Context: an optimization exercise on an open-source flow, tuned for small area, a short achievable clock period and few clock cycles per item. The choices shown serve that exercise and are no tape-out recipe. In this exercise RTL edits were held to simulation tests only and were not proved equivalent to the original. Power figures rest on the tool's default switching activity, not on a simulated workload.

==> design.v <==
`timescale 1ns / 1ps
`default_nettype none
package cscp_pkg;
    localparam logic [11:0] CIRC_RESET = 12'd2170;
    localparam logic [15:0] CAD_SCALE  = 16'd60000;
endpackage
`default_nettype wire
`timescale 1ns / 1ps
`default_nettype none
import cscp_pkg::*;
module cscp_bk_add #(parameter int W = 32) (
    input  wire  [W-1:0] a,
    input  wire  [W-1:0] b,
    input  wire          ci,
    output logic [W-1:0] s,
    output logic         co
);
    localparam int L = (W <= 2) ? 1 : (W <= 4) ? 2 : (W <= 8) ? 3 : (W <= 16) ? 4 :
                       (W <= 32) ? 5 : (W <= 64) ? 6 : 7;
    logic [W-1:0] g [0:2*L];
    logic [W-1:0] p [0:2*L];
    logic [W-1:0] p0;
    assign p0 = a ^ b;
    always_comb begin
        g[0] = a & b;
        p[0] = p0;
        g[0][0] = (a[0] & b[0]) | (p0[0] & ci);
        p[0][0] = 1'b0;
        for (int l = 0; l < L; l++) begin
            g[l+1] = g[l];
            p[l+1] = p[l];
            for (int i = 0; i < W; i++) begin
                if ((i % (2 << l)) == ((2 << l) - 1)) begin
                    g[l+1][i] = g[l][i] | (p[l][i] & g[l][i - (1 << l)]);
                    p[l+1][i] = p[l][i] & p[l][i - (1 << l)];
                end
            end
        end
        for (int l = L; l < 2*L; l++) begin
            g[l+1] = g[l];
            p[l+1] = p[l];
            for (int i = 0; i < W; i++) begin
                if (i >= (3 << (2*L-1-l)) - 1 && ((i + 1 - (3 << (2*L-1-l)) + 3 * 0) % (2 << (2*L-1-l))) == 0) begin
                    g[l+1][i] = g[l][i] | (p[l][i] & g[l][i - (1 << (2*L-1-l))]);
                    p[l+1][i] = p[l][i] & p[l][i - (1 << (2*L-1-l))];
                end
            end
        end
    end
    assign s  = p0 ^ {g[2*L][W-2:0], ci};
    assign co = g[2*L][W-1];
endmodule
module cycling_speed_cadence_packet_top (
    input  wire                                  i_clk,
    input  wire                                  i_rst_n,
    input  wire                                  i_in_valid,
    output logic                                 o_in_stall,
    input  wire  [7:0]                           i_data_byte,
    input  wire                                  i_last_byte,
    input  wire  [31:0]                          i_now_ms,
    output logic                                 o_out_valid,
    input  wire                                  i_out_stall,
    output logic [7:0]                           o_speed_kmh,
    output logic [15:0]                          o_cadence_rpm,
    output logic                                 o_zero_interval,
    input  wire                                  psel,
    input  wire                                  penable,
    input  wire                                  pwrite,
    input  wire  [2:0]                           paddr,
    input  wire  [31:0]                          pwdata,
    output logic [31:0]                          prdata,
    output logic                                 pready
);
    logic [11:0] r_circ;
    logic [16:0] r_k;            
    logic [3:0]  r_cnt;
    logic [1:0]  r_flags;
    logic [31:0] r_wheel;
    logic [15:0] r_crank;
    logic [31:0] r_prev_wheel;
    logic [15:0] r_prev_crank;
    logic [31:0] r_prev_time;
    logic [31:0] r_ndt;          
    logic [48:0] r_sp;           
    logic [49:0] r_cd;           
    logic        r_fast;         
    logic [3:0]  r_nw, r_nc;     
    logic        r_mul;          
    logic        r_acc;          
    logic        r_acc_c;        
    logic [4:0]  r_bidx;         
    logic        r_bw, r_bc;     
    logic        r_dwb, r_dcb;   
    logic        r_chk;          
    logic [3:0]  r_sdiv;         
    logic [4:0]  r_cdiv;         
    logic        r_busy;         
    logic        r_pend;         
    logic        r_zero;         
    logic        r_out_valid;
    logic        in_acc, commit, out_free, start, start_fast, mul_end;
    logic [3:0]  cs;
    logic [20:0] x_w;
    logic [19:0] x_c;
    assign pready = 1'b1;
    assign prdata = {20'd0, r_circ & {12{~paddr[2]}}};
    assign o_in_stall = r_mul || r_acc || r_pend || ((r_cnt == 4'd10) && r_busy);
    assign in_acc     = i_in_valid && !o_in_stall;
    assign commit     = in_acc && i_last_byte && (r_cnt == 4'd10);
    assign out_free   = !(r_out_valid && i_out_stall);
    assign start      = (commit || r_pend) && out_free;
    assign start_fast = start && r_fast;
    assign mul_end    = r_mul && (r_bidx == 5'd31);
    always_ff @(posedge i_clk) begin
        if (!i_rst_n) begin
            r_circ <= CIRC_RESET;
            r_k    <= 17'(CIRC_RESET) * 17'd18;
        end else if (psel && penable && pwrite && !paddr[2]) begin
            r_circ <= pwdata[11:0];
            r_k    <= {1'b0, pwdata[11:0], 4'd0} + {4'd0, pwdata[11:0], 1'b0};
        end
    end
    assign cs = r_flags[0] ? 4'd7 : 4'd1;
    always_ff @(posedge i_clk) begin
        if (!i_rst_n) begin
            r_cnt <= 4'd0;
        end else if (in_acc) begin
            if (i_last_byte)              r_cnt <= 4'd0;
            else if (r_cnt != 4'd15)      r_cnt <= r_cnt + 4'd1;
        end
    end
    always_ff @(posedge i_clk) begin
        if (in_acc) begin
            if (r_cnt == 4'd0) begin
                r_flags <= i_data_byte[1:0];
                r_wheel <= '0;
                r_crank <= '0;
            end else begin
                if (r_flags[0] && r_cnt == 4'd1) r_wheel[7:0]   <= i_data_byte;
                if (r_flags[0] && r_cnt == 4'd2) r_wheel[15:8]  <= i_data_byte;
                if (r_flags[0] && r_cnt == 4'd3) r_wheel[23:16] <= i_data_byte;
                if (r_flags[0] && r_cnt == 4'd4) r_wheel[31:24] <= i_data_byte;
                if (r_flags[1] && r_cnt == cs)          r_crank[7:0]  <= i_data_byte;
                if (r_flags[1] && r_cnt == cs + 4'd1)   r_crank[15:8] <= i_data_byte;
            end
        end
    end
    function automatic logic below16_32(input logic [31:0] a, input logic [31:0] b);
        logic [27:0] x, y;
        logic        ok;
        x  = a[31:4];
        y  = ~b[31:4];
        ok = ((x[0] ^ y[0]) == (a[3:0] >= b[3:0]));
        for (int i = 1; i < 28; i++) ok = ok && ((x[i] ^ y[i]) == (x[i-1] | y[i-1]));
        below16_32 = ok;
    endfunction
    function automatic logic below16_16(input logic [15:0] a, input logic [15:0] b);
        logic [11:0] x, y;
        logic        ok;
        x  = a[15:4];
        y  = ~b[15:4];
        ok = ((x[0] ^ y[0]) == (a[3:0] >= b[3:0]));
        for (int i = 1; i < 12; i++) ok = ok && ((x[i] ^ y[i]) == (x[i-1] | y[i-1]));
        below16_16 = ok;
    endfunction
    always_ff @(posedge i_clk) begin
        r_fast <= below16_32(r_wheel, r_prev_wheel) && below16_16(r_crank, r_prev_crank);
        r_nw   <= r_wheel[3:0] - r_prev_wheel[3:0];
        r_nc   <= r_crank[3:0] - r_prev_crank[3:0];
    end
    logic [20:0] pp0, pp1, pp2, pp3, m1s, m1c, m2s, m2c;
    assign pp0 = {4'd0, r_k & {17{r_nw[0]}}};
    assign pp1 = {3'd0, r_k & {17{r_nw[1]}}, 1'b0};
    assign pp2 = {2'd0, r_k & {17{r_nw[2]}}, 2'b0};
    assign pp3 = {1'd0, r_k & {17{r_nw[3]}}, 3'b0};
    assign m1s = pp0 ^ pp1 ^ pp2;
    assign m1c = {(pp0[19:0] & pp1[19:0]) | (pp0[19:0] & pp2[19:0]) | (pp1[19:0] & pp2[19:0]), 1'b0};
    assign m2s = m1s ^ m1c ^ pp3;
    assign m2c = {(m1s[19:0] & m1c[19:0]) | (m1s[19:0] & pp3[19:0]) | (m1c[19:0] & pp3[19:0]), 1'b0};
    cscp_bk_add #(21) u_xw (.a(m2s), .b(m2c), .ci(1'b0), .s(x_w), .co());
    assign x_c = 20'(r_nc) * 20'(CAD_SCALE);
    logic dwb, dcb, acc_end;
    assign dwb     = r_wheel[r_bidx] ^ r_prev_wheel[r_bidx] ^ r_bw;
    assign dcb     = r_crank[r_bidx[3:0]] ^ r_prev_crank[r_bidx[3:0]] ^ r_bc;
    assign acc_end = r_acc && !r_mul;
    always_ff @(posedge i_clk) begin
        if (!i_rst_n) begin
            r_mul   <= 1'b0;
            r_acc   <= 1'b0;
            r_acc_c <= 1'b0;
        end else begin
            if (start && !r_fast) r_mul <= 1'b1;
            else if (mul_end)     r_mul <= 1'b0;
            r_acc   <= r_mul;
            r_acc_c <= r_mul && !r_bidx[4];
        end
    end
    always_ff @(posedge i_clk) begin
        if (start) begin
            r_bidx <= 5'd0;
            r_bw   <= 1'b0;
            r_bc   <= 1'b0;
        end else if (r_mul) begin
            r_bidx <= r_bidx + 5'd1;
            r_dwb  <= dwb;
            r_dcb  <= dcb;
            r_bw   <= (!r_wheel[r_bidx] && (r_prev_wheel[r_bidx] || r_bw)) ||
                      (r_prev_wheel[r_bidx] && r_bw);
            r_bc   <= (!r_crank[r_bidx[3:0]] && (r_prev_crank[r_bidx[3:0]] || r_bc)) ||
                      (r_prev_crank[r_bidx[3:0]] && r_bc);
        end
    end
    logic cad_small;
    assign cad_small = (r_ndt[31:10] != {22{1'b1}}) || (r_cd[27:18] < ~r_ndt[9:0]);
    always_ff @(posedge i_clk) begin
        if (!i_rst_n) begin
            r_prev_wheel <= '0;
            r_prev_crank <= '0;
            r_prev_time  <= '0;
        end else begin
            if (start_fast || mul_end) r_prev_wheel <= r_wheel;
            if (r_chk || mul_end)      r_prev_crank <= r_crank;
            if (commit)                r_prev_time  <= i_now_ms;
        end
    end
    logic [35:0] sr;
    logic [36:0] sd;
    logic        sge, sco;
    logic [32:0] cr;
    logic [32:0] cdf;
    logic        cge;
    logic [36:0] sa, sb, sc, cs_s, cs_c;
    logic [17:0] sp_acc;
    logic [16:0] cd_acc;
    assign sr   = {r_sp[43:9], r_sp[8]};
    assign sa   = {1'b0, sr};
    assign sb   = {3'b111, r_ndt, 2'b11};
    assign sc   = {5'b11111, r_ndt};
    assign cs_s = sa ^ sb ^ sc;
    assign cs_c = (sa & sb) | (sa & sc) | (sb & sc);
    cscp_bk_add #(37) u_sd (.a(cs_s), .b({cs_c[35:0], 1'b1}), .ci(1'b1), .s(sd), .co(sco));
    assign sge = !sd[36];
    assign cr  = {r_cd[49:18], r_cd[17]};
    cscp_bk_add #(33) u_cd (.a(cr), .b({1'b1, r_ndt}), .ci(1'b1), .s(cdf), .co(cge));
    cscp_bk_add #(17) u_sa (.a(r_sp[48:32]), .b(r_k & {17{r_dwb}}), .ci(1'b0),
                            .s(sp_acc[16:0]), .co(sp_acc[17]));
    cscp_bk_add #(16) u_ca (.a(r_cd[31:16]), .b(CAD_SCALE & {16{r_dcb}}), .ci(1'b0),
                            .s(cd_acc[15:0]), .co(cd_acc[16]));
    logic s_run, c_run, div_done;
    assign s_run    = (r_sdiv != 4'd0);
    assign c_run    = (r_cdiv != 5'd0);
    assign div_done = !r_chk && (r_sdiv <= 4'd1) && (r_cdiv <= 5'd1) && (s_run || c_run);
    always_ff @(posedge i_clk) begin
        if (!i_rst_n) begin
            r_chk       <= 1'b0;
            r_sdiv      <= 4'd0;
            r_cdiv      <= 5'd0;
            r_busy      <= 1'b0;
            r_pend      <= 1'b0;
            r_out_valid <= 1'b0;
        end else begin
            r_chk <= start_fast;
            if (commit)              r_busy <= 1'b1;
            if (commit && !out_free) r_pend <= 1'b1;
            else if (out_free)       r_pend <= 1'b0;
            if (start_fast) begin
                r_sdiv <= 4'd9;
                r_cdiv <= 5'd10;
            end else if (acc_end) begin
                r_sdiv <= 4'd9;
                r_cdiv <= 5'd18;
            end else begin
                if (s_run) r_sdiv <= r_sdiv - 4'd1;
                if (r_chk && !cad_small) r_cdiv <= 5'd18;
                else if (c_run)          r_cdiv <= r_cdiv - 5'd1;
            end
            if (div_done) begin
                r_busy      <= 1'b0;
                r_out_valid <= 1'b1;
            end else if (r_out_valid && !i_out_stall) begin
                r_out_valid <= 1'b0;
            end
        end
    end
    always_ff @(posedge i_clk) begin
        if (div_done) r_zero <= (r_ndt == {32{1'b1}});
    end
    always_ff @(posedge i_clk) begin
        if (commit) r_ndt <= r_prev_time + ~i_now_ms;   
        if (start) begin
            r_sp <= r_fast ? 49'(x_w) : 49'd0;
        end else if (r_acc) begin
            r_sp <= {sp_acc, r_sp[31:1]};
        end else if (s_run) begin
            r_sp <= {r_sp[48:44], sge ? sd[34:0] : sr[34:0], r_sp[7:0], sge};
        end
        if (start) begin
            r_cd <= r_fast ? {22'd0, x_c, 8'd0} : 50'd0;
        end else if (r_acc_c) begin
            r_cd <= {18'd0, cd_acc, r_cd[15:1]};
        end else if (r_chk && !cad_small) begin
            r_cd <= {30'd0, x_c};
        end else if (c_run) begin
            r_cd <= {cge ? cdf[31:0] : cr[31:0], r_cd[16:0], cge};
        end
    end
    assign o_out_valid     = r_out_valid;
    assign o_speed_kmh     = ((r_sp[48:44] != 5'd0) || r_sp[8]) ? 8'hFF : r_sp[7:0];
    assign o_cadence_rpm   = (r_cd[17] || r_cd[16]) ? 16'hFFFF : r_cd[15:0];
    assign o_zero_interval = r_zero;
endmodule
`default_nettype wire
==> flow/run.sh <==
#!/bin/bash
set -euo pipefail
bash standard.sh SETUP_SLACK_MARGIN=5.7 "BUFFER_PORTS_ARGS=-buffer_cell sky130_fd_sc_hd__buf_2" finish > standard_flow.log 2>&1
==> standard.sh <==
#!/bin/bash
# synth_recipe.tcl (not shown) runs the flow's synth.tcl, then flattens the netlist and writes it again
# the make line also repeats each setting of config.mk as NAME=value (left out here)
make -C /OpenROAD-flow-scripts/flow DESIGN_CONFIG=/design/flow/config.mk WORK_HOME=/design/flow/orfs CLKGATE_MAP_FILE= SYNTH_SCRIPT=/design/flow/synth_recipe.tcl "${@:-finish}"
==> config.mk <==
export PLATFORM = sky130hd
export DESIGN_NAME = cycling_speed_cadence_packet_top
export DESIGN_NICKNAME = cycling_speed_cadence_packet_top
export VERILOG_FILES = /design/flow/design.v
export SDC_FILE = /design/flow/constraint.sdc
export NUM_CORES = 4
export LEC_CHECK = 0
export CAP_MARGIN = 20
export CORE_MARGIN = 2
export CORE_UTILIZATION = 40
export CTS_BUF_LIST = sky130_fd_sc_hd__clkbuf_16
export CTS_CLUSTER_DIAMETER = 80
export CTS_CLUSTER_SIZE = 24
export SLEW_MARGIN = 20
==> constraint.sdc <==
create_clock -name core_clock -period 10.0 [get_ports {i_clk}]
set_input_delay 2.0000 -clock core_clock [delete_from_list [all_inputs] [get_ports {i_clk}]]
set_output_delay 2.0000 -clock core_clock [all_outputs]
set_load 0.01 [all_outputs]
==> results.sh, run 1 <==
export IMPL_hp_start="r_prev_time[3]$_SDFFE_PN0P_"
export IMPL_yosys_area_top_type="edfxtp_1"
export IMPL_start_util_pct=40.7
export IMPL_detailed_place_hpwl_mm=44.1
export IMPL_drc=0
export IMPL_critPathMaxFanout=7
export IMPL_n_fill_cell=5581
export IMPL_htreeDepth=1
export IMPL_overflow=0
export IMPL_whs_path_depth=2
export IMPL_p_leak_nw=11.4
export IMPL_cts_buffers=26
export IMPL_grt_pass1_wl_mm=97.0
export IMPL_worst_slack_ps=5630
export IMPL_wl_mm=60.9
export IMPL_ys_ff_latch=325
export IMPL_yosys_warnings=16
export IMPL_cts_root_buffer="clkbuf_16"
export IMPL_grt_antenna_before_repair=3
export IMPL_num_io_pins=143
export IMPL_die_width_um=249
export IMPL_setup_violations=0
export IMPL_ctsLongestPathBuffers=3
export IMPL_synthCells=2415
export IMPL_switching_share_pct=38.9
export IMPL_combPwrFrac_pct=45.9
export IMPL_holdWs_ps=458
export IMPL_fin_crit_ps=4370
export IMPL_power_density_nw_per_um2=228
export IMPL_rows=89
export IMPL_vias_per_cell=5.45
export IMPL_grt_pass1_vias=18000
export IMPL_crit_slowest_cell="buf_16"
export IMPL_crit_required_ps=8000
export IMPL_maxSlewViolCount=0
export IMPL_switching_power_mw=2.40
export IMPL_min_period_over_period_pct=43.7
export IMPL_io_buffers=99
export IMPL_yosys_cell_count_top_type="nand2_1"
export IMPL_setup_worst_path_start_class="input port"
export IMPL_synth_edff_count=184
export IMPL_post_place_ws_ps=4860
export IMPL_grt_start_max_net_pins=93
export IMPL_grt_util_all_layers_pct=19.2
export IMPL_core_um2=59200
export IMPL_cts_tree="yes"
export IMPL_p_int_mw=3.77
export IMPL_crit_chain="buf_16, nor2b_1, buf_2"
export IMPL_hold_class="reg -> reg"
export IMPL_max_slew_margin_pct=27.5
export IMPL_drive_gt1_share_pct=13.6
export IMPL_detail_route_antenna_nets=0
export IMPL_r2r_cells=15
export IMPL_path_clk_slew_ps=70
export IMPL_synth_commonest_cells="nand2_1, ha_1, a21oi_1"
export IMPL_timing_rr_start="r_ndt[6]$_DFFE_PP_"
export IMPL_die_area_um2=62200
export IMPL_clk_latency_ps=590
export IMPL_vdd_ir_drop_max_v=0.000178
export IMPL_rsz0062_at_grt="yes"
export IMPL_rr_endpoint="r_sp[42]$_SDFFCE_PP0P_"
export IMPL_synthTopCellsByArea="edfxtp_1, ha_1, dfxtp_1, fa_1, nand2_1"
export IMPL_holdPathEnd="r_prev_time[3]$_SDFFE_PN0P_"
export IMPL_clock_skew_ps=24.9
export IMPL_area_growth_synth_to_final_pct=12.4
export IMPL_cts_sinks=325
export IMPL_yosysTopAreaCellShare_pct=22.9
export IMPL_nets=2958
export IMPL_seq_area_frac_synth_pct=34.6
export IMPL_holdBufCountCts=0
export IMPL_status="complete, no violations"
export IMPL_antenna_cells=0
export IMPL_postSynthAreaPerCell_um2=9.98
export IMPL_crit_type="in -> out"
export IMPL_tightest_slew_ps=1090
export IMPL_drv_cap=0
export IMPL_gp_congestion=0.895
export IMPL_worst_path_largest_cell_delay_ps=130
export IMPL_postSynth_asyncResetShare_pct=0
export IMPL_dr_pass1_iters=5
export IMPL_die_h_um=249
export IMPL_ys_flop_type="edfxtp_1"
export IMPL_routedWlPerCell_um=18.4
export IMPL_synth_cell_types=77
export IMPL_power_frac_seq_pct=35.7
export IMPL_cp_arrival_ps=2370
export IMPL_crit_path_end_kind="output pin"
export IMPL_drtIter0Drc=1058
export IMPL_hold_viol_final=0
export IMPL_vias=18100
export IMPL_max_freq_mhz=229
export IMPL_fin_tns_setup_ps=0
export IMPL_synth_area_um2=24100
export IMPL_p_clk_share_pct=18.5
export IMPL_reg2reg_slack_ps=5780
area by class of cell:
class                   instances  area (µm²)  share of cell area, %
multi-input cells            1827       15000                   55.4
clock buffers                  28         701                   2.59
well taps                     773         967                   3.57
clock inverters                20         221                  0.817
inverters                     174         658                   2.43
repair buffers                163        1160                   4.28
flip-flops and latches        325        8380                   30.9
cells in the final DEF (no fill, tap or decap), types with 85 or more instances in the layout:
master / synthesis / final
a21oi_1: 200 / 195
and2_1: 91 / 88
buf_2: 7 / 87
dfxtp_1: 141 / 130
edfxtp_1: 184 / 184
fa_1: 119 / 113
ha_1: 239 / 237
inv_1: 173 / 173
mux2i_1: 85 / 85
nand2_1: 289 / 287
nor2_1: 112 / 111
xor2_1: 92 / 91
logic make-up (layout without fill, tap and decap cells):
kind of cell    after synthesis  after routing  synth area share [%]
simple gates                697            697                  13.7
mux                         128            128                  6.94
fa+ha+maj                   358            358                  22.3
buf+inv                     282            385                  4.82
xor+xnor                    145            145                  5.27
other cells                   2             21                0.0312
flops                       325            325                  34.6
compound gates              478            478                  12.3
how the worst max path moves through the flow:
stage	startpoint	endpoint	slack (ps)
CTS	paddr[2]	prdata[0]	5620
floorplan	paddr[2]	prdata[10]	5700
global route	r_nw[0]$_DFF_P_	r_sp[17]$_DFFE_PP_	5590
detailed placement	r_cd[17]$_DFFE_PP_	r_cd[22]$_DFFE_PP_	4860
global placement	r_cd[17]$_DFFE_PP_	r_cd[22]$_DFFE_PP_	4990
finish	paddr[2]	prdata[11]	5630
worst max-delay path: cells and delay by family:
family / cells / cell delay (ps)
buffers and inverters: 2 / 260
AND/OR/NAND/NOR: 1 / 100
timing repair:
| action | CTS | global route |
|---|---|---|
| endpoints found under the setup margin | 71 | 88 |
| cloned | 1 | 2 |
| buffers inserted | 27 | 13 |
| pin swaps | 21 | 18 |
| gates resized for setup | 56 | 38 |
metrics by stage:
stage	instance area (µm²)	power, mW	utilization, %	std cells
CTS	26800	6.11	45.2	3295
finish	27100	6.17	45.7	3310
floorplan	24300	4.23	-	2434
detailed placement	25400	4.91	42.9	3219
global route	27100	6.64	45.7	3310
global placement	25400	4.80	42.9	3219
power groups by stage:
stage / sequential [mW] / combinational [mW] / clock, mW
2_1_floorplan: 2.10 / 2.13 / 0
3_3_place_gp: 2.23 / 2.57 / 0
3_5_place_dp: 2.24 / 2.66 / 0
4_1_cts: 2.20 / 2.74 / 1.17
5_1_grt: 2.24 / 3.18 / 1.21
6_report: 2.20 / 2.83 / 1.14
sequential cells by signal, indices dropped and copies added (netlist names), 5 cells and up:
register and flops:
r_prev_crank 16, r_prev_wheel 32, r_cdiv 5, r_circ 12
r_bidx 5, r_crank 16, r_prev_time 32, r_k 13
r_cd 50, r_sp 49, r_wheel 32, r_ndt 32
per-layer routing:
metal | vias up | GRT usage, % | wire length [µm]
met5 | - | 0 | 0
met4 | 0 | 4.61 | 1230
met3 | 74 | 2.27 | 3060
met2 | 387 | 31.5 | 28100
met1 | 8914 | 27.0 | 28500
li1 | 8677 | - | -
Testbench counts, summed over its fixed seeds: cycles 18,016, items 1,600.
==> inputs of run 2 (changes only) <==
--- a/config.mk
+++ b/config.mk
@@ -9,6 +9,6 @@
 export CORE_MARGIN = 2
 export CORE_UTILIZATION = 40
 export CTS_BUF_LIST = sky130_fd_sc_hd__clkbuf_16
-export CTS_CLUSTER_DIAMETER = 80
-export CTS_CLUSTER_SIZE = 24
+export CTS_CLUSTER_DIAMETER = 100
+export CTS_CLUSTER_SIZE = 32
 export SLEW_MARGIN = 20
==> results.sh, run 2 <==
export IMPL_status="complete, no violations"
export IMPL_grt_util_all_layers_pct=19.1
export IMPL_synth_commonest_cells="nand2_1, ha_1, a21oi_1"
export IMPL_ys_ff_latch=325
export IMPL_synthCells=2415
export IMPL_utilization_pct=45.5
export IMPL_ctsLongestPathBuffers=3
export IMPL_cp_arrival_ps=2380
export IMPL_power_density_nw_per_um2=223
export IMPL_grt_pass1_wl_mm=96.8
export IMPL_drtIter0Drc=1019
export IMPL_hold_class="reg -> reg"
export IMPL_setup_violations=0
export IMPL_drv_cap=0
export IMPL_crit_slowest_cell="buf_16"
export IMPL_final_common_cell="nand2_1"
export IMPL_n_fill_cell=5587
export IMPL_cts_root_buffer="clkbuf_16"
export IMPL_dr_pass1_iters=5
export IMPL_io_buffers=99
export IMPL_yosys_warnings=16
export IMPL_maxSlewViolCount=0
export IMPL_nets=2960
export IMPL_synth_area_um2=24100
export IMPL_overflow=0
export IMPL_antenna_cells=0
export IMPL_rows=89
export IMPL_hold_viol_final=0
export IMPL_cts_sinks=325
export IMPL_drive_gt1_share_pct=13.6
export IMPL_ys_flop_type="edfxtp_1"
export IMPL_final_cell_mix="nand2_1, ha_1, a21oi_1"
export IMPL_multiInputGateArea_um2=15000
export IMPL_holdBufCountCts=0
export IMPL_max_freq_mhz=228
export IMPL_gp_congestion=0.895
export IMPL_vias_per_cell=5.46
export IMPL_postSynthAreaPerCell_um2=9.98
export IMPL_top_register="r_cd"
export IMPL_power_mw=5.99
export IMPL_die_width_um=249
export IMPL_min_period_over_period_pct=43.8
export IMPL_p_leak_nw=11.3
export IMPL_yosys_cell_count_top_type="nand2_1"
export IMPL_path_delay_family="buffers and inverters"
export IMPL_start_util_pct=40.7
export IMPL_detail_route_antenna_nets=0
export IMPL_die_area_um2=62200
export IMPL_grt_antenna_before_repair=2
export IMPL_critPathMaxFanout=7
export IMPL_vias=18100
export IMPL_clk_latency_ps=570
export IMPL_fin_tns_setup_ps=0
export IMPL_synthTopCellsByArea="edfxtp_1, ha_1, dfxtp_1, fa_1, nand2_1"
export IMPL_synth_edff_count=184
export IMPL_cts_tree="yes"
export IMPL_grt_start_max_net_pins=93
export IMPL_drc=0
export IMPL_detailed_place_hpwl_mm=44.1
export IMPL_worst_path_largest_cell_delay_ps=130
export IMPL_seq_area_frac_synth_pct=34.6
export IMPL_yosys_area_top_type="edfxtp_1"
export IMPL_postSynth_asyncResetShare_pct=0
export IMPL_top_regs="r_cd x50, r_sp x49"
export IMPL_synth_cell_types=77
export IMPL_fin_crit_ps=4380
export IMPL_max_slew_margin_pct=28.1
export IMPL_routedWlPerCell_um=18.4
export IMPL_vdd_ir_drop_max_v=0.000145
export IMPL_path_clk_slew_ps=100
export IMPL_regArea_um2=8380
export IMPL_htreeDepth=1
export IMPL_core_um2=59200
export IMPL_crit_required_ps=8000
export IMPL_worst_path_buf_inv=2
export IMPL_area_growth_synth_to_final_pct=11.7
export IMPL_crit_type="in -> out"
export IMPL_crit_chain="buf_16, nor2b_2, buf_2"
export IMPL_cts_buffers=19
export IMPL_die_h_um=249
export IMPL_tightest_slew_ps=1080
export IMPL_wl_mm=60.8
export IMPL_crit_path_end_kind="output pin"
export IMPL_rsz0062_at_grt="yes"
export IMPL_num_io_pins=143
export IMPL_setup_worst_path_start_class="input port"
export IMPL_yosysTopAreaCellShare_pct=22.9
export IMPL_holdWs_ps=462
export IMPL_largest_register_ffs=50
export IMPL_grt_pass1_vias=17900
export IMPL_clock_skew_ps=33.6
[run 2: cell counts after synthesis]
No cell type changed its count.
[run 2: worst reg2reg max path, cell delays in order (launching register included)]
cell      delay [ps]
dfxtp_4          380
buf_6            130
and2_4           150
fa_1             550
fa_1             450
fa_2             400
a21o_1           160
a21o_1           160
a21o_1           180
nor3_2           140
o311a_1          200
o21bai_1          70
a21o_1           220
a31oi_4          180
fa_2             250
xnor2_2           90
a22oi_1          170
o21ai_1           90
[run 2: logic make-up after synthesis]
kind of cell / Yosys count / synth area share [%]
buffers and inverters: 282 / 4.82
DFF: 325 / 34.6
other: 2 / 0.0312
and+or+nand+nor: 697 / 13.7
adders and majority gates: 358 / 22.3
muxes: 128 / 6.94
xor gates and xnor gates: 145 / 5.27
AOI/OAI and AO/OA: 478 / 12.3
[run 2: stage by stage]
stage / setup WS (ps) / instance area, µm² / cells
after floorplan: 5700 / 24300 / 2434
after global placement: 4990 / 25400 / 3219
after detailed placement: 4860 / 25400 / 3219
after CTS: 5620 / 26500 / 3282
after global routing: 5590 / 26900 / 3305
final: 5620 / 26900 / 3305
[run 2: path summary, 6_finish.rpt]
kind                                     from                     endpoint  slack [ps]  cells after the start
hold / removal    r_prev_time[3]$_SDFFE_PN0P_  r_prev_time[3]$_SDFFE_PN0P_         460                      2
hold reg to reg   r_prev_time[3]$_SDFFE_PN0P_  r_prev_time[3]$_SDFFE_PN0P_         460                      2
setup / recovery                     paddr[2]                    prdata[0]        5620                      3
setup reg to reg       r_circ[2]$_SDFFE_PN0P_           r_sp[19]$_DFFE_PP_        5800                     17
[run 2: repair_timing]
action                                  CTS  global route
setup buffers                            28            20
cloned                                    1             3
pin swaps                                20            33
resized for setup                        57            46
endpoints found under the setup margin   75            93
[run 2: routing by layer]
| layer | part of all wire (%) | up-vias | track usage, % |
|---|---|---|---|
| met5 | 0 | - | 0 |
| met4 | 2.0 | 0 | 3.98 |
| met3 | 4.6 | 67 | 2.28 |
| met2 | 46 | 372 | 31.4 |
| met1 | 47 | 8938 | 27.2 |
| li1 | - | 8679 | - |
[run 2: power breakdown]
part           switching [mW]  total [mW]  internal (mW)
registers               0.296        2.20           1.90
clock network           0.554       0.944          0.391
logic                    1.51        2.85           1.33
total                    2.36        5.99           3.63
[run 2: final cells by class]
class | count | share of cell area [%]
timing repair buffer | 172 | 4.57
clock buffer | 19 | 1.77
tap | 773 | 3.59
inverter | 174 | 2.44
clock inverter | 15 | 0.697
multi-input combinational | 1827 | 55.8
sequential | 325 | 31.1
==> inputs of run 3 (changes only) <==
==> flow/run.sh (replaced) <==
#!/bin/bash
set -euo pipefail
bash standard.sh SETUP_SLACK_MARGIN=5.55 "BUFFER_PORTS_ARGS=-buffer_cell sky130_fd_sc_hd__buf_2" finish > standard_flow.log 2>&1
--- a/config.mk
+++ b/config.mk
@@ -8,7 +8,7 @@
 export CAP_MARGIN = 20
 export CORE_MARGIN = 2
 export CORE_UTILIZATION = 40
-export CTS_BUF_LIST = sky130_fd_sc_hd__clkbuf_16
-export CTS_CLUSTER_DIAMETER = 100
-export CTS_CLUSTER_SIZE = 32
+export CTS_BUF_LIST = sky130_fd_sc_hd__clkbuf_8
+export CTS_CLUSTER_DIAMETER = 60
+export CTS_CLUSTER_SIZE = 16
 export SLEW_MARGIN = 20
==> results.sh, run 3 <==
export IMPL_vias=17900
export IMPL_seq_area_frac_synth_pct=34.6
export IMPL_drv_cap=0
export IMPL_grt_pass1_wl_mm=97.3
export IMPL_cp_arrival_ps=2430
export IMPL_clock_skew_ps=59.2
export IMPL_power_mw=6.00
export IMPL_htreeDepth=2
export IMPL_synth_area_um2=24100
export IMPL_dr_pass1_iters=5
export IMPL_rsz0062_at_grt="yes"
export IMPL_num_io_pins=143
export IMPL_crit_type="in -> out"
export IMPL_yosys_warnings=16
export IMPL_wl_mm=60.3
export IMPL_setup_violations=0
export IMPL_final_cell_mix="nand2_1, ha_1, a21oi_1"
export IMPL_synth_edff_count=184
export IMPL_postSynth_asyncResetShare_pct=0
export IMPL_overflow=0
export IMPL_synth_cell_types=77
export IMPL_detail_route_antenna_nets=0
export IMPL_detailed_place_hpwl_mm=44.1
export IMPL_tightest_slew_ps=1070
export IMPL_crit_path_end_kind="output pin"
export IMPL_cts_tree="yes"
export IMPL_drive_gt1_share_pct=12.8
export IMPL_synthTopCellsByArea="edfxtp_1, ha_1, dfxtp_1, fa_1, nand2_1"
export IMPL_setup_worst_path_start_class="input port"
export IMPL_gp_congestion=0.862
export IMPL_hold_viol_final=0
export IMPL_cts_sinks=325
export IMPL_nets=2960
export IMPL_fin_crit_ps=4430
export IMPL_yosys_area_top_type="edfxtp_1"
export IMPL_top_regs="r_cd x50, r_sp x49"
export IMPL_grt_start_max_net_pins=85
export IMPL_holdWs_ps=454
export IMPL_core_um2=59200
export IMPL_path_clk_slew_ps=80
export IMPL_hold_class="reg -> reg"
export IMPL_drc=0
export IMPL_power_density_nw_per_um2=225
export IMPL_vdd_ir_drop_max_v=0.000153
export IMPL_status="complete, no violations"
export IMPL_yosys_cell_count_top_type="nand2_1"
export IMPL_start_util_pct=40.7
export IMPL_fin_tns_setup_ps=0
export IMPL_die_h_um=249
export IMPL_max_freq_mhz=226
export IMPL_max_slew_margin_pct=28.5
export IMPL_ctsLongestPathBuffers=3
export IMPL_post_place_ws_ps=4950
export IMPL_ys_flop_type="edfxtp_1"
export IMPL_worst_slack_ps=5570
export IMPL_synth_commonest_cells="nand2_1, ha_1, a21oi_1"
export IMPL_p_leak_nw=11.2
export IMPL_die_width_um=249
export IMPL_cts_buffers=37
export IMPL_largest_register_ffs=50
export IMPL_holdBufCountCts=0
export IMPL_die_area_um2=62200
export IMPL_io_buffers=99
export IMPL_min_period_over_period_pct=44.3
export IMPL_grt_antenna_before_repair=1
export IMPL_synthCells=2415
export IMPL_area_growth_synth_to_final_pct=10.5
export IMPL_ys_ff_latch=325
export IMPL_postSynthAreaPerCell_um2=9.98
export IMPL_grt_util_all_layers_pct=19.4
export IMPL_critPathMaxFanout=14
export IMPL_rows=89
export IMPL_vias_per_cell=5.38
export IMPL_clk_latency_ps=660
export IMPL_drtIter0Drc=1133
export IMPL_grt_pass1_vias=18300
export IMPL_maxSlewViolCount=0
export IMPL_crit_required_ps=8000
export IMPL_final_common_cell="nand2_1"
export IMPL_routedWlPerCell_um=18.1
export IMPL_n_fill_cell=5650
export IMPL_top_register="r_cd"
export IMPL_cts_root_buffer="clkbuf_8"
export IMPL_yosysTopAreaCellShare_pct=22.9
-- run 3: cell counts after synthesis --
No cell type changed its count.
-- run 3: layer usage --
metal | GRT usage (%) | wire, µm
met5 | 0 | 0
met1 | 25.7 | 27700
met3 | 4.07 | 3090
met4 | 5.82 | 1590
met2 | 31.8 | 27900
-- run 3: path summary, 6_finish.rpt --
check / to / cells past startpoint / slack (ps) / start
max: prdata[4] / 3 / 5570 / paddr[2]
min: r_prev_time[9]$_SDFFE_PN0P_ / 2 / 450 / r_prev_time[9]$_SDFFE_PN0P_
max reg2reg: r_sp[19]$_DFFE_PP_ / 17 / 5620 / r_nw[2]$_DFF_P_
min reg2reg: r_prev_time[9]$_SDFFE_PN0P_ / 2 / 450 / r_prev_time[9]$_SDFFE_PN0P_
-- run 3: metrics by stage --
step | area [µm²] | util, % | cells
final | 26600 | 45.0 | 3322
after global routing | 26600 | 45.0 | 3322
after CTS | 26400 | 44.6 | 3305
after detailed placement | 25300 | 42.8 | 3219
after global placement | 25300 | 42.8 | 3219
after floorplan | 24200 | - | 2434
-- run 3: report_power, final --
group	leakage, nW	total, mW	switching, mW	internal [mW]
clock	0.439	1.07	0.589	0.480
combinational	7.83	2.75	1.48	1.27
sequential	2.94	2.18	0.281	1.90
total	11.2	6.00	2.35	3.65
-- run 3: worst max-delay path, cell delays in order --
cell     delay [ps]
buf_4           170
nor2b_1         120
buf_2           140
-- run 3: kinds of logic (layout without fill, tap and decap cells) --
| family | after synthesis | in the layout | share of synthesized area [%] |
|---|---|---|---|
| compound gates | 478 | 478 | 12.3 |
| simple gates | 697 | 697 | 13.7 |
| xor+xnor | 145 | 145 | 5.27 |
| other cells | 2 | 22 | 0.0312 |
| fa+ha+maj | 358 | 358 | 22.3 |
| mux | 128 | 128 | 6.94 |
| buf+inv | 282 | 396 | 4.82 |
| flops | 325 | 325 | 34.6 |
-- run 3: timing repair --
action / CTS / global route
endpoints found under the setup margin: 47 / 78
resized for setup: 25 / 32
hold endpoints to repair: 0 / 0
pin swaps: 14 / 20
setup buffers: 18 / 16
-- run 3: area by class of cell --
class	count	area, µm²	area share (%)
multi-input cells	1827	14800	55.7
flip-flops and latches	325	8370	31.4
well taps	773	967	3.63
repair buffers	154	961	3.61
inverters	174	658	2.47
clock buffers	40	551	2.07
clock inverters	28	289	1.08
diodes	1	2.50	0.00939

static timing again, ports no longer ideal:
The results above use ideal ports. As a check the final layouts listed here were re-extracted and re-timed, cells and wires unchanged.
Step 1 sets driving cells, clkbuf_16 on the clock port and buf_2 on the other inputs (assumed; they add their load-dependent delay and slew).
Step 2 adds t to the input delays and takes it off the output delays; t is the mean of the earliest and latest rising clock arrival at the registers after step 1. Input paths then give back, and output paths get back, about the clock's delay inside the block.
Three values: no drivers, after step 1, after step 2; two values: the first two.
run | shift t [ns] | setup slack, ns | worst hold slack (ns) | worst setup path after step 2 | pins driven straight from the clock port
run 1 | 0.638 | 5.631 / 5.526 / 5.182 | 0.458 / 0.458 / 0.458 | input to register | 1
run 2 | 0.613 | 5.619 / 5.514 / 5.270 | 0.462 / 0.462 / 0.462 | input to register | 1
run 3 | 0.687 | 5.573 / 5.550 / 5.061 | 0.454 / 0.454 / 0.454 | input to register | 1
After both steps every run listed still meets setup and hold. The setup slack of run 3, which loses most, moves by -0.023 ns with the drivers and by -0.512 ns with both steps.
